Background: an optimization exercise with open tools, aiming at small area and few clock cycles per item. Do not read the settings as production practice. Function was checked by simulation only, so behaviour that the tests miss may differ from the original.

== raven ==
// angle_position_pid_loop
module angle_position_pid_loop #(
  parameter int ENCODER_BITS   = appl_pkg::ENCODER_BITS_DEF,
  parameter int GAIN_FRAC_BITS = appl_pkg::GAIN_FRAC_BITS_DEF
) (
  input  logic                                clk_i,
  input  logic                                rst_ni,
  input  logic                                in_valid_i,
  output logic                                in_ready_o,
  input  logic [appl_pkg::ENC_W-1:0]          encoder_count_i,
  output logic                                out_valid_o,
  input  logic                                out_ready_i,
  output logic signed [appl_pkg::CUR_W-1:0]   current_ref_o,
  input  logic                                cfg_we_i,
  input  logic [appl_pkg::CFG_IDX_W-1:0]      cfg_idx_i,
  input  logic [appl_pkg::CFG_DATA_W-1:0]     cfg_data_i
);
  localparam int GW = appl_pkg::GAIN_W;
  logic signed [GW-1:0]  prop_gain_q, integ_gain_q, deriv_gain_q;
  logic signed [15:0]    output_low_q, output_high_q;    
  appl_pkg::angle_cfg_t  angle_cfg_q;
  logic signed [15:0]    lim_wr, lim_sat;
  assign lim_wr = cfg_data_i[15:0];
  always_comb begin
    lim_sat = lim_wr;
    if (lim_wr > 16'sd16384)  lim_sat = 16'sd16384;
    if (lim_wr < -16'sd16384) lim_sat = -16'sd16384;
  end
  always_ff @(posedge clk_i or negedge rst_ni) begin
    if (!rst_ni) begin
      prop_gain_q   <= '0;
      integ_gain_q  <= '0;
      deriv_gain_q  <= '0;
      output_low_q  <= -16'sd16384;
      output_high_q <= 16'sd16384;
      angle_cfg_q   <= '0;
    end else if (cfg_we_i) begin
      case (cfg_idx_i)
  ...
Size: roughly 3200 cells after synthesis, about 220 flip-flops, roughly 64 I/O pins, ~35000 sq um of cells after synthesis.
Settings: LEC_CHECK=0, CAP_MARGIN=20, CORE_MARGIN=2, CORE_UTILIZATION=55, CTS_CLUSTER_DIAMETER=100, CTS_CLUSTER_SIZE=25, SLEW_MARGIN=20, SYNTH_HIERARCHICAL=1; clock period 10.5 ns.
run.sh (not shown) runs the stock make flow with config.mk's settings and CLKGATE_MAP_FILE= SYNTH_SCRIPT=/design/flow/synth_recipe.tcl, a recipe that flattens the netlist after the stock synthesis.
Testbench counts of raven, summed over its fixed seeds: cycles 14,544, items 14,400.
> inputs changed (raven -> sierra)
- an added PLACE_DENSITY of 0.5
==> notes.md <==
In the flow results for raven and sierra, the antenna diode count is larger on sierra. Number of standard cells in the final layout excluding fillers delta (raven -> sierra): insignificant. current_ref_q[9]$_DFFE_PN_ as the capturing instance or port of the critical path was reported by sierra, and current_ref_q[8]$_DFFE_PN_ by raven. | shortest period the worst path allows | sierra vs raven | worse |. met2 wire length grows slightly when moving from raven to sierra. Going from raven to sierra, setup slack went down; post-placement cell area closely matched the old numbers; final instance area stayed essentially flat; total track usage +0.23 points. sierra finished all stages; the layout is clean.
Inputs modified between sierra and indigo:
- swapping 0.5 for 0.75 in PLACE_DENSITY
==> notes.md <==
Diode insertion count for antenna repair ended up 1 lower on indigo than on sierra. Number of vias per cell after detailed routing: indigo vs sierra, no meaningful difference. Going from sierra to indigo, the minimum clock period was found to have gone up by 0.0095 ns. Half-perimeter wire length after detailed placement: indigo vs sierra down 11%. [indigo vs sierra] count of vias placed by the detailed router: lower in indigo. indigo against sierra; final routed wirelength across all metal layers is down by more than 10%. In indigo relative to sierra, average routed wire per standard cell had gone down by a little under 10%. In the tables for sierra and indigo, smallest setup slack after layout reads higher with sierra.

========
angle_position_pid_loop, a different RTL version from the one above (not shown whole).
Size in the first run: roughly 3500 cells after synthesis, ~220 flip-flops, roughly 64 I/O pins.
make LEC_CHECK=0 CAP_MARGIN=5 CORE_MARGIN=2 CORE_UTILIZATION=40 GPL_TIMING_DRIVEN=0 SLEW_MARGIN=5 SYNTH_HIERARCHICAL=1 finish   # period 10.5 ns
Testbench counts at the start, summed over its fixed seeds: cycles 14,544, items 14,400.
Edit:
CAP_MARGIN = 20   (was 5)
CORE_UTILIZATION = 30   (was 40)
GPL_TIMING_DRIVEN = unset   (was 0)
SLEW_MARGIN = 20   (was 5)
Result: Final cell count rose by 4.9%; sequential share of layout area rose by 0.77 points; area after synthesis is unchanged; non-clock buffer count fell by 181; fmax rose by 2.5%.

static timing again, ports no longer ideal:
The results above use ideal ports. As a check the final layouts listed here were re-extracted and re-timed, cells and wires unchanged.
Step 1, drivers: a clkbuf_16 drives clk_i and a buf_2 each remaining input, both assumed.
Step 2 times the ports against the registers' clock, not the clock port: input delays grow and output delays shrink by t, the midpoint of the rising clock arrivals with the driver on.
a / b / c = ideal ports / drivers / drivers and shift; a / b = the first two.
run | t (ns) | setup slack, ns | pins driven straight from the clock port
raven | 0.615 | 0.758 / 0.758 / 0.264 | 1
sierra | 0.613 | 0.653 / 0.653 / 0.323 | 1
indigo | 0.560 | 0.644 / 0.644 / 0.344 | 1
the first run of note 2 | 0.670 | 0.345 / 0.345 / 0.345 | 1
the second run of note 2 | 0.667 | 0.588 / 0.588 / 0.588 | 1
After both steps every run listed still meets setup and hold. The setup slack of raven, which loses most, moves by 0.000 ns with the drivers and by -0.494 ns with both steps.
